From an optimization exercise on the open Yosys and OpenROAD flow, aimed at small area and a short achievable clock period; shortcuts taken in it are not production practice.
Where RTL was checked, it was by simulation tests only, not by an equivalence proof against the original.
No activity file was given, so power comes from the tool's default toggle rates.

Setup of job 4492:
==> module sobel_3x3, before the edit <==
module sobel_3x3 #(
  parameter int IMG_WIDTH  = 128,
  parameter int IMG_HEIGHT = 128,
  parameter int DATA_W     = DATA_W_DEF
) (
  input  logic              clk,
  input  logic              rst_n,
  input  logic              valid_in,
  input  logic [DATA_W-1:0] pixel_in,
  output logic              valid_out,
  output logic [DATA_W-1:0] pixel_out,
  output logic              eof_out
);
  localparam int CW    = $clog2(IMG_WIDTH);
  localparam int RW    = $clog2(IMG_HEIGHT);
  localparam int NST   = 5;                   
  localparam int HW    = DATA_W - 1;          
  logic              v0_q;
  logic [DATA_W-1:0] p0_q;
  logic [CW-1:0]     col_q;
  logic [RW-1:0]     row_q;
  logic              last_col, last_row, win_ok;
  logic [IMG_WIDTH-1:0][DATA_W-1:0]   lb1;
  logic [IMG_WIDTH+1:0][DATA_W-1:0]   lb2;
  logic [2:0][DATA_W-1:0] w_t, w_m, w_b;
  logic [NST:1]      v_q, eof_q;
  logic [DATA_W:0]   u1_q, v1_q, w1_q, x1_q;          
  logic [DATA_W+1:0] ya2_q, yb2_q;                    
  logic [DATA_W:0]   u2_q;
  logic [DATA_W+2:0] a3_q, b3_q;                      
  logic              sat4_q;                           
  logic [HW-1:0]     ma4_q, mb4_q;
  logic [DATA_W-1:0] pix_q;                            
  logic              sat_a, sat_b;
  logic [HW-1:0]     ma, mb, mx;
  sobel_line_buffer #(.DEPTH(IMG_WIDTH), .DATA_W(DATA_W)) u_lb1 (
    .clk  (clk),
    .en   (v0_q),
    .din  (p0_q),
    .taps (lb1)
  );
  sobel_line_buffer #(.DEPTH(IMG_WIDTH + 2), .DATA_W(DATA_W)) u_lb2 (
    .clk  (clk),
    .en   (v0_q),
    .din  (lb1[IMG_WIDTH-1]),
    .taps (lb2)
  );
  assign w_b = {p0_q, lb1[0], lb1[1]};
  assign w_m = {lb1[IMG_WIDTH-1], lb2[0], lb2[1]};
  assign w_t = {lb2[IMG_WIDTH-1], lb2[IMG_WIDTH], lb2[IMG_WIDTH+1]};
  assign last_col = (col_q == CW'(IMG_WIDTH - 1));
  assign last_row = (row_q == RW'(IMG_HEIGHT - 1));
  assign win_ok   = v0_q && (row_q >= RW'(2)) && (col_q >= CW'(2));
  assign sat_a = ~((a3_q[DATA_W+2:HW] == '0) ||
                   ((a3_q[DATA_W+2:HW] == '1) && (a3_q[HW-1:0] != '0)));
  assign sat_b = ~((b3_q[DATA_W+2:HW] == '0) ||
                   ((b3_q[DATA_W+2:HW] == '1) && (b3_q[HW-1:0] != '0)));
  assign ma = a3_q[DATA_W+2] ? HW'(-a3_q[HW-1:0]) : a3_q[HW-1:0];
  assign mb = b3_q[DATA_W+2] ? HW'(-b3_q[HW-1:0]) : b3_q[HW-1:0];
  assign mx = (ma4_q > mb4_q) ? ma4_q : mb4_q;
  always_ff @(posedge clk) begin
    p0_q   <= pixel_in;
    u1_q   <= {1'b0, w_m[2]} - {1'b0, w_m[0]};
    v1_q   <= {1'b0, w_b[2]} - {1'b0, w_t[0]};
    w1_q   <= {1'b0, w_b[1]} - {1'b0, w_t[1]};
    x1_q   <= {1'b0, w_t[2]} - {1'b0, w_b[0]};
    ya2_q  <= {v1_q[DATA_W], v1_q} + {w1_q[DATA_W], w1_q};
    yb2_q  <= {x1_q[DATA_W], x1_q} - {w1_q[DATA_W], w1_q};
    u2_q   <= u1_q;
    a3_q   <= {ya2_q[DATA_W+1], ya2_q} + {{2{u2_q[DATA_W]}}, u2_q};
    b3_q   <= {yb2_q[DATA_W+1], yb2_q} + {{2{u2_q[DATA_W]}}, u2_q};
    sat4_q <= sat_a | sat_b;
    ma4_q  <= ma;
    mb4_q  <= mb;
    pix_q  <= sat4_q ? {DATA_W{1'b1}} : {mx, 1'b0};
  end
  always_ff @(posedge clk) begin
    if (!rst_n) begin
      v0_q  <= 1'b0;
      col_q <= '0;
      row_q <= '0;
      v_q   <= '0;
      eof_q <= '0;
    end else begin
      v0_q <= valid_in;
      if (v0_q) begin
        if (last_col) begin
          col_q <= '0;
          row_q <= last_row ? '0 : row_q + RW'(1);
        end else begin
          col_q <= col_q + CW'(1);
        end
      end
      v_q   <= {v_q[NST-1:1], win_ok};
      eof_q <= {eof_q[NST-1:1], win_ok && last_row && last_col};
    end
  end
  assign valid_out = v_q[NST];
  assign pixel_out = pix_q;
  assign eof_out   = eof_q[NST];
endmodule
Settings: LEC_CHECK=0, ABC_CLOCK_PERIOD_IN_PS=1500, CAP_MARGIN=20, CORE_MARGIN=2, CORE_UTILIZATION=70, CTS_BUF_LIST=sky130_fd_sc_hd__clkbuf_16, CTS_CLUSTER_DIAMETER=100, CTS_CLUSTER_SIZE=25, SETUP_SLACK_MARGIN=3.0, SLEW_MARGIN=20; clock period 5.0 ns.
run.sh (not shown) runs the stock make flow with config.mk's settings and CLKGATE_MAP_FILE= SYNTH_SCRIPT=/design/flow/synth_recipe.tcl, a recipe that flattens the netlist after the stock synthesis.
## Diff of input files: job 1098 against job 4492
diff --git a/flow/design.v b/flow/design.v
--- a/flow/design.v
+++ b/flow/design.v
@@ -48,8 +48,8 @@
   logic [2:0][DATA_W-1:0] w_t, w_m, w_b;
   logic [NST:1]      v_q, eof_q;
-  logic [DATA_W:0]   u1_q, v1_q, w1_q, x1_q;          
-  logic [DATA_W+1:0] ya2_q, yb2_q;                    
-  logic [DATA_W:0]   u2_q;
-  logic [DATA_W+2:0] a3_q, b3_q;                      
+  logic signed [DATA_W:0]   u1_q, v1_q, w1_q, x1_q;    
+  logic signed [DATA_W+1:0] ya2_q, yb2_q;              
+  logic signed [DATA_W:0]   u2_q;
+  logic signed [DATA_W+2:0] a3_q, b3_q;                
   logic              sat4_q;                           
   logic [HW-1:0]     ma4_q, mb4_q;
@@ -84,13 +84,13 @@
   always_ff @(posedge clk) begin
     p0_q   <= pixel_in;
-    u1_q   <= {1'b0, w_m[2]} - {1'b0, w_m[0]};
-    v1_q   <= {1'b0, w_b[2]} - {1'b0, w_t[0]};
-    w1_q   <= {1'b0, w_b[1]} - {1'b0, w_t[1]};
-    x1_q   <= {1'b0, w_t[2]} - {1'b0, w_b[0]};
-    ya2_q  <= {v1_q[DATA_W], v1_q} + {w1_q[DATA_W], w1_q};
-    yb2_q  <= {x1_q[DATA_W], x1_q} - {w1_q[DATA_W], w1_q};
+    u1_q   <= $signed({1'b0, w_m[2]}) - $signed({1'b0, w_m[0]});
+    v1_q   <= $signed({1'b0, w_b[2]}) - $signed({1'b0, w_t[0]});
+    w1_q   <= $signed({1'b0, w_b[1]}) - $signed({1'b0, w_t[1]});
+    x1_q   <= $signed({1'b0, w_t[2]}) - $signed({1'b0, w_b[0]});
+    ya2_q  <= (DATA_W+2)'(v1_q) + (DATA_W+2)'(w1_q);
+    yb2_q  <= (DATA_W+2)'(x1_q) - (DATA_W+2)'(w1_q);
     u2_q   <= u1_q;
-    a3_q   <= {ya2_q[DATA_W+1], ya2_q} + {{2{u2_q[DATA_W]}}, u2_q};
-    b3_q   <= {yb2_q[DATA_W+1], yb2_q} + {{2{u2_q[DATA_W]}}, u2_q};
+    a3_q   <= (DATA_W+3)'(ya2_q) + (DATA_W+3)'(u2_q);
+    b3_q   <= (DATA_W+3)'(yb2_q) + (DATA_W+3)'(u2_q);
     sat4_q <= sat_a | sat_b;
     ma4_q  <= ma;
[summary]
Between job 1098 and job 4492, the share of total power in the clock network figures differ only marginally. [compare] base=job 4492 new=job 1098: share of cell area taken by flip-flops and latches held; proportion of layout cells with a drive suffix above 1 did not really move; design area has remained practically unchanged; routed wire length on met3 about even.
No functional check of the RTL was part of job 1098.

## afterwards: timing with drivers on the ports
No port has a modelled driver above. Below, the same layouts with a new extraction and two added sets of constraints.
Step 1: set_driving_cell puts a clkbuf_16 on clk and a buf_2 on each other input, an assumption about the parent block.
Step 2 also shifts input and output timing later by t, the mid clock arrival at the registers, as if the neighbouring blocks saw the same clock.
a / b / c = ideal ports / drivers / drivers and shift; a / b = the first two.
| run | t (ns) | slack for setup (ns) | worst setup path after step 2 |
|---|---|---|---|
| job 4492 | 0.752 | 2.811 / 2.745 / 2.694 | input to register |
| job 1098 | 0.752 | 2.811 / 2.745 / 2.694 | input to register |
After both steps setup and hold are still met in every run listed.
